Source: an optimization exercise on an open RTL-to-GDS flow (aim: small area and a short achievable clock period). Production flows keep margins and buffers that such runs may drop.
At most, simulation tests tie the RTL to the original design; equivalence was not proved.
Power and IR drop assume default switching activity.

Design comparator_512bit, start of the top module:
module comparator_512bit (
    input  logic                   clk,
    input  logic                   reset,
    input  logic                   in_valid,
    input  cmp_pkg::operand_pair_t operands,
    output logic                   result_valid,
    output cmp_pkg::cmp_result_u   result
);
Size: about 2600 cells after synthesis, roughly 1000 I/O pins.
==> flow/config.mk <==
export PLATFORM = sky130hd
export DESIGN_NAME = comparator_512bit
export DESIGN_NICKNAME = comparator_512bit
export VERILOG_FILES = /design/flow/design.v
export SDC_FILE = /design/flow/constraint.sdc
export NUM_CORES = 4
export LEC_CHECK = 0
export CAP_MARGIN = 20
export CORE_AREA = 4 4 316 316
export DIE_AREA = 0 0 320 320
export SETUP_SLACK_MARGIN = 1.2
export SLEW_MARGIN = 20
export SYNTH_HIERARCHICAL = 1
==> flow/constraint.sdc <==
create_clock -name core_clock -period 2.8 [get_ports {clk}]
set_input_delay 0.5600 -clock core_clock [delete_from_list [all_inputs] [get_ports {clk}]]
set_output_delay 0.5600 -clock core_clock [all_outputs]
set_load 0.01 [all_outputs]
standard.sh (not shown) runs the stock make flow with config.mk's settings and CLKGATE_MAP_FILE= SYNTH_SCRIPT=/design/flow/synth_recipe.tcl, a recipe that flattens the netlist after the stock synthesis.
==> flow/flow/run.sh <==
#!/bin/bash
# Standard layout, with these changes: the port buffers are the smallest buffer, except that
# the output ports get a stronger buffer and stronger registers after global placement, the
# combinational cells start at their smallest size before floorplanning, and the operand
# pins are placed in runs of positions along the die edge; clock tree synthesis adds no
# dummy loads.
set -uo pipefail
HERE=$(pwd)
export BUFFER_PORTS_ARGS="-buffer_cell sky130_fd_sc_hd__buf_1"
export POST_GLOBAL_PLACE_TCL="$HERE/flow/outbuf.tcl"
export PRE_FLOORPLAN_TCL="$HERE/flow/downsize.tcl"
export PRE_IO_PLACEMENT_TCL="$HERE/flow/io.tcl"
export CTS_ARGS="-sink_clustering_enable -repair_clock_nets -dont_use_dummy_load"
bash standard.sh > "$HERE/standard.log" 2>&1
==> flow/flow/outbuf.tcl <==
# The output ports are due early in the cycle: give their port buffers and the registers
# that drive them a stronger drive (same cells, larger size; placement legalizes after).
set db [ord::get_db]
set block [ord::get_db_block]
set ff2 [$db findMaster sky130_fd_sc_hd__dfxtp_2]
set buf2 [$db findMaster sky130_fd_sc_hd__buf_2]
foreach bt [$block getBTerms] {
  if {[$bt getIoType] ne "OUTPUT"} { continue }
  set buf ""
  foreach it [[$bt getNet] getITerms] {
    if {[$it isOutputSignal]} { set buf [$it getInst] }
  }
  if {$buf eq ""} { continue }
  if {[[$buf getMaster] getName] eq "sky130_fd_sc_hd__buf_1"} {
    $buf swapMaster $buf2
    puts "outbuf: [$buf getName] set to buf_2"
  }
  foreach it [$buf getITerms] {
    if {![$it isInputSignal]} { continue }
    foreach d [[$it getNet] getITerms] {
      if {![$d isOutputSignal]} { continue }
      set ff [$d getInst]
      if {[[$ff getMaster] getName] eq "sky130_fd_sc_hd__dfxtp_1"} {
        $ff swapMaster $ff2
        puts "outbuf: [$ff getName] set to dfxtp_2"
      }
    }
  }
}
Other scripts of this flow, unchanged in this note and not shown: flow/flow/downsize.tcl, flow/flow/io.tcl
The baseline went through all stages and came out clean.
Change:
--- a/flow/flow/run.sh
+++ b/flow/flow/run.sh
@@ -5,2 +5 @@
-# pins are placed in runs of positions along the die edge; clock tree synthesis adds no
-# dummy loads.
+# pins are placed in runs of positions along the die edge.
@@ -13 +11,0 @@
-export CTS_ARGS="-sink_clustering_enable -repair_clock_nets -dont_use_dummy_load"
--- a/flow/flow/outbuf.tcl
+++ b/flow/flow/outbuf.tcl
@@ -5,2 +5,2 @@
-set ff2 [$db findMaster sky130_fd_sc_hd__dfxtp_2]
-set buf2 [$db findMaster sky130_fd_sc_hd__buf_2]
+set ff4 [$db findMaster sky130_fd_sc_hd__dfxtp_4]
+set buf4 [$db findMaster sky130_fd_sc_hd__buf_4]
@@ -15,2 +15,2 @@
-    $buf swapMaster $buf2
-    puts "outbuf: [$buf getName] set to buf_2"
+    $buf swapMaster $buf4
+    puts "outbuf: [$buf getName] set to buf_4"
@@ -24,2 +24,2 @@
-        $ff swapMaster $ff2
-        puts "outbuf: [$ff getName] set to dfxtp_2"
+        $ff swapMaster $ff4
+        puts "outbuf: [$ff getName] set to dfxtp_4"
CTS_CLUSTER_DIAMETER = 400   (was unset)
CTS_CLUSTER_SIZE = 50   (was unset)
Clock-buffer cell count does not change.
Wire length stays flat.
Final cell count stays flat.
Synthesized area stays the same.
Die area stays the same.
Sequential power stays flat.
Synthesized cell count does not change.
First-iteration DRC count increases by 0.78%.
Core utilization stays flat.
Change:
--- a/flow/flow/outbuf.tcl
+++ b/flow/flow/outbuf.tcl
@@ -5,2 +5,2 @@
-set ff4 [$db findMaster sky130_fd_sc_hd__dfxtp_4]
-set buf4 [$db findMaster sky130_fd_sc_hd__buf_4]
+set ff2 [$db findMaster sky130_fd_sc_hd__dfxtp_2]
+set buf2 [$db findMaster sky130_fd_sc_hd__buf_2]
@@ -15,2 +15,2 @@
-    $buf swapMaster $buf4
-    puts "outbuf: [$buf getName] set to buf_4"
+    $buf swapMaster $buf2
+    puts "outbuf: [$buf getName] set to buf_2"
@@ -24,2 +24,2 @@
-        $ff swapMaster $ff4
-        puts "outbuf: [$ff getName] set to dfxtp_4"
+        $ff swapMaster $ff2
+        puts "outbuf: [$ff getName] set to dfxtp_2"
CORE_AREA = 4 4 336 336   (was 4 4 316 316)
CTS_CLUSTER_DIAMETER = unset   (was 400)
CTS_CLUSTER_SIZE = unset   (was 50)
DIE_AREA = 0 0 340 340   (was 0 0 320 320)
The changed run finished clean.
First-iteration DRC count fell by about a fifth.
Wire length rose slightly.
Cell area rose slightly.
Power rose slightly.
Utilization fell by 1.9 points.
Count of clock-buffer cells in the layout does not change.
Via count rose slightly.
Hold slack degrades by 0.025 ns.
Cell count rose by a few percent.
Clock skew is about the same.
Change:
--- a/flow/flow/run.sh
+++ b/flow/flow/run.sh
@@ -11,0 +12 @@
+export CTS_ARGS="-sink_clustering_enable -sink_clustering_size 50 -sink_clustering_max_diameter 600 -repair_clock_nets"
CORE_AREA = 4 4 316 316   (was 4 4 336 336)
DIE_AREA = 0 0 320 320   (was 0 0 340 340)
The changed run finished with timing, DRC and antenna clean; clock power falls by a few percent; cell area came out lower slightly; clock-buffer cell count does not change; power came out lower slightly.

========
The RTL this note starts from:
==> flow/design.v <==
package cmp_pkg;
    localparam int OPERAND_WIDTH = 512;
    localparam int GROUP_WIDTH = 32;
    localparam int NUM_GROUPS = OPERAND_WIDTH / GROUP_WIDTH;
    localparam int LEAF_WIDTH = 1;
    localparam int PIPE_LATENCY = 4;
    typedef struct packed {
        logic [OPERAND_WIDTH-1:0] a;
        logic [OPERAND_WIDTH-1:0] b;
    } operand_pair_t;
    typedef struct packed {
        logic gt;
        logic eq;
        logic lt;
    } cmp_flags_t;
    typedef union packed {
        logic [2:0] code;
        cmp_flags_t flags;
    } cmp_result_u;
endpackage
`timescale 1ns/1ps
module operand_capture (
    input  cmp_pkg::operand_pair_t                operands,
    output logic [cmp_pkg::NUM_GROUPS-1:0]        gt_c,
    output logic [cmp_pkg::NUM_GROUPS-1:0]        ge_c
);
    localparam int GW = cmp_pkg::GROUP_WIDTH;
    for (genvar g = 0; g < cmp_pkg::NUM_GROUPS; g++) begin : g_grp
        group_select #(.W(GW), .LW(cmp_pkg::LEAF_WIDTH)) i_grp (
            .a    (operands.a[g*GW +: GW]),
            .b    (operands.b[g*GW +: GW]),
            .gt_o (gt_c[g]),
            .ge_o (ge_c[g])
        );
    end
endmodule
`timescale 1ns/1ps
module cmp_leaf #(
    parameter int W = 1
) (
    input  logic [W-1:0] a,
    input  logic [W-1:0] b,
    output logic         gt_n,
    output logic         ge_n
);
    assign gt_n = ~(a > b);
    assign ge_n = ~(a >= b);
endmodule
module cmp_node #(
    parameter bit INV_IN = 1'b0
) (
    input  logic gt_h,
    input  logic ge_h,
    input  logic gt_l,
    input  logic ge_l,
    output logic gt_o,
    output logic ge_o
);
    if (INV_IN) begin : g_inv
        assign gt_o = ~(gt_h & (ge_h | gt_l));
        assign ge_o = ~(gt_h & (ge_h | ge_l));
    end else begin : g_true
        assign gt_o = ~(gt_h | (ge_h & gt_l));
        assign ge_o = ~(gt_h | (ge_h & ge_l));
    end
endmodule
module gp_tree #(
    parameter int N      = 2,
    parameter bit INV_IN = 1'b0
) (
    input  logic [N-1:0] gt_in,
    input  logic [N-1:0] ge_in,
    output logic         gt_out,
    output logic         ge_out
);
    if (N == 2) begin : g_pair
        cmp_node #(.INV_IN(INV_IN)) i_node (
            .gt_h (gt_in[1]),
            .ge_h (ge_in[1]),
            .gt_l (gt_in[0]),
            .ge_l (ge_in[0]),
            .gt_o (gt_out),
            .ge_o (ge_out)
        );
    end else begin : g_split
        localparam int H = N / 2;
        localparam bit INV_MID = INV_IN ^ ($clog2(H) % 2 == 1);
        logic gt_hi, ge_hi, gt_lo, ge_lo;
        gp_tree #(.N(H), .INV_IN(INV_IN)) i_hi (
            .gt_in  (gt_in[N-1:H]),
            .ge_in  (ge_in[N-1:H]),
            .gt_out (gt_hi),
            .ge_out (ge_hi)
        );
        gp_tree #(.N(H), .INV_IN(INV_IN)) i_lo (
            .gt_in  (gt_in[H-1:0]),
            .ge_in  (ge_in[H-1:0]),
            .gt_out (gt_lo),
            .ge_out (ge_lo)
        );
        cmp_node #(.INV_IN(INV_MID)) i_node (
            .gt_h (gt_hi),
            .ge_h (ge_hi),
            .gt_l (gt_lo),
            .ge_l (ge_lo),
            .gt_o (gt_out),
            .ge_o (ge_out)
        );
    end
endmodule
`timescale 1ns/1ps
module group_select #(
    parameter int W  = 8,
    parameter int LW = 1
) (
    input  logic [W-1:0] a,
    input  logic [W-1:0] b,
    output logic         gt_o,
    output logic         ge_o
);
    localparam int NL = W / LW;
    logic [NL-1:0] gt_n, ge_n;
    for (genvar i = 0; i < NL; i++) begin : g_leaf
        cmp_leaf #(.W(LW)) i_leaf (
            .a    (a[LW*i +: LW]),
            .b    (b[LW*i +: LW]),
            .gt_n (gt_n[i]),
            .ge_n (ge_n[i])
        );
    end
    gp_tree #(.N(NL), .INV_IN(1'b1)) i_tree (
        .gt_in  (gt_n),
        .ge_in  (ge_n),
        .gt_out (gt_o),
        .ge_out (ge_o)
    );
endmodule
`timescale 1ns/1ps
module result_encode (
    input  logic                 gt,
    input  logic                 ge,
    output cmp_pkg::cmp_result_u code
);
    always_comb begin
        code.flags.gt = gt;
        code.flags.eq = ge & ~gt;
        code.flags.lt = ~ge;
    end
endmodule
`timescale 1ns/1ps
module comparator_512bit (
    input  logic                   clk,
    input  logic                   reset,
    input  logic                   in_valid,
    input  cmp_pkg::operand_pair_t operands,
    output logic                   result_valid,
    output cmp_pkg::cmp_result_u   result
);
    localparam int NG = cmp_pkg::NUM_GROUPS;
    localparam bit INV1 = ($clog2(cmp_pkg::GROUP_WIDTH / cmp_pkg::LEAF_WIDTH) % 2 == 0);
    localparam bit INV2 = INV1 ^ ($clog2(NG) % 2 == 1);
    logic          v1, v2, v3;
    logic [NG-1:0] gt1_c, ge1_c;
    logic [NG-1:0] gt1, ge1;
    logic          gt2_c, ge2_c;
    logic          gt2, ge2;
    logic          gt3, ge3;
    cmp_pkg::cmp_result_u code_c;
    operand_capture i_operand_capture (
        .operands (operands),
        .gt_c     (gt1_c),
        .ge_c     (ge1_c)
    );
    always_ff @(posedge clk) begin
        if (reset) v1 <= 1'b0;
        else       v1 <= in_valid;
        gt1 <= gt1_c;
        ge1 <= ge1_c;
    end
    gp_tree #(.N(NG), .INV_IN(INV1)) i_stage2 (
        .gt_in  (gt1),
        .ge_in  (ge1),
        .gt_out (gt2_c),
        .ge_out (ge2_c)
    );
    always_ff @(posedge clk) begin
        if (reset) v2 <= 1'b0;
        else       v2 <= v1;
        gt2 <= gt2_c ^ INV2;
        ge2 <= ge2_c ^ INV2;
    end
    always_ff @(posedge clk) begin
        if (reset) v3 <= 1'b0;
        else       v3 <= v2;
        gt3 <= gt2;
        ge3 <= ge2;
    end
    result_encode i_result_encode (
        .gt   (gt3),
        .ge   (ge3),
        .code (code_c)
    );
    always_ff @(posedge clk) begin
        if (reset) begin
            result_valid <= 1'b0;
            result.code  <= 3'b000;
        end else begin
            result_valid <= v3;
            if (v3) begin
                result <= code_c;
            end
        end
    end
endmodule
export LEC_CHECK = 0
export CAP_MARGIN = 20
export CORE_AREA = 4 4 296 296
export DIE_AREA = 0 0 300 300
export SETUP_SLACK_MARGIN = 1.5
export SLEW_MARGIN = 20
export SYNTH_HIERARCHICAL = 1
create_clock -name core_clock -period 2.8 [get_ports {clk}]
==> flow/flow/run.sh <==
#!/bin/bash
# Standard layout, with two changes: the port buffers are the smallest buffer, and the
# combinational cells start at their smallest size before floorplanning.
set -uo pipefail
HERE=$(pwd)
export BUFFER_PORTS_ARGS="-buffer_cell sky130_fd_sc_hd__buf_1"
export PRE_FLOORPLAN_TCL="$HERE/flow/downsize.tcl"
bash standard.sh > "$HERE/standard.log" 2>&1
==> flow/flow/downsize.tcl <==
# Set every combinational cell from synthesis to its smallest drive strength;
# the resizer steps of the flow size up again only where timing, slew or load need it.
set db [ord::get_db]
set n 0
foreach inst [[ord::get_db_block] getInsts] {
  set name [[$inst getMaster] getName]
  if {![regexp {^(sky130_fd_sc_hd__([a-z0-9]+))_([0-9]+)$} $name -> base fn size]} { continue }
  if {[regexp {^(df|dl|sdf|edf|sed|tap|fill|decap|conb|diode)} $fn]} { continue }
  if {$size <= 1} { continue }
  set small [$db findMaster ${base}_1]
  if {$small eq "NULL" || $small eq ""} { continue }
  $inst swapMaster $small
  incr n
}
puts "downsize: $n cells set to drive strength 1"
The first run produced a clean layout.
Next try:
--- a/flow/config.mk
+++ b/flow/config.mk
@@ -9,5 +9,5 @@
 export CORE_AREA = 4 4 296 296
 export DIE_AREA = 0 0 300 300
-export SETUP_SLACK_MARGIN = 1.5
+export SETUP_SLACK_MARGIN = 1.2
 export SLEW_MARGIN = 20
 export SYNTH_HIERARCHICAL = 1
- hold slack improved by 0.0096 ns
- setup slack got worse by 0.27 ns
- core utilization came out lower by 3.6 points
No run of this note included a check of the RTL's function; only the layout flow was run.

## static timing again, ports no longer ideal
Ports are ideal in the flow. The routed layouts listed here were re-timed in OpenROAD.
Step 1 assumes that a clkbuf_16 drives the clock port and a buf_2 every other input.
Step 2, shift: input delay + t, output delay - t, t = (earliest + latest rising clock arrival at the registers) / 2. This alone moves slack from input paths to output paths.
Three values: no drivers, after step 1, after step 2; two values: the first two.
| run | t (ns) | setup WS [ns] | clock arrival spread, ns |
|---|---|---|---|
| the first run of note 1 | 0.376 | 1.451 / 1.400 / 1.157 | 0.011 / 0.011 |
| the second run of note 1 | 0.382 | 1.424 / 1.372 / 1.169 | 0.008 / 0.009 |
| the third run of note 1 | 0.398 | 1.442 / 1.389 / 1.165 | 0.011 / 0.011 |
| the fourth run of note 1 | 0.382 | 1.451 / 1.400 / 1.154 | 0.009 / 0.009 |
| the first run of note 2 | 0.378 | 1.470 / 1.329 / 0.951 | 0.022 / 0.022 |
| the second run of note 2 | 0.370 | 1.200 / 1.228 / 0.858 | 0.015 / 0.016 |
After both steps setup and hold are still met in every run listed. For the first run of note 2, which loses most, drivers alone change the setup slack by -0.141 ns; drivers and shift together by -0.519 ns.
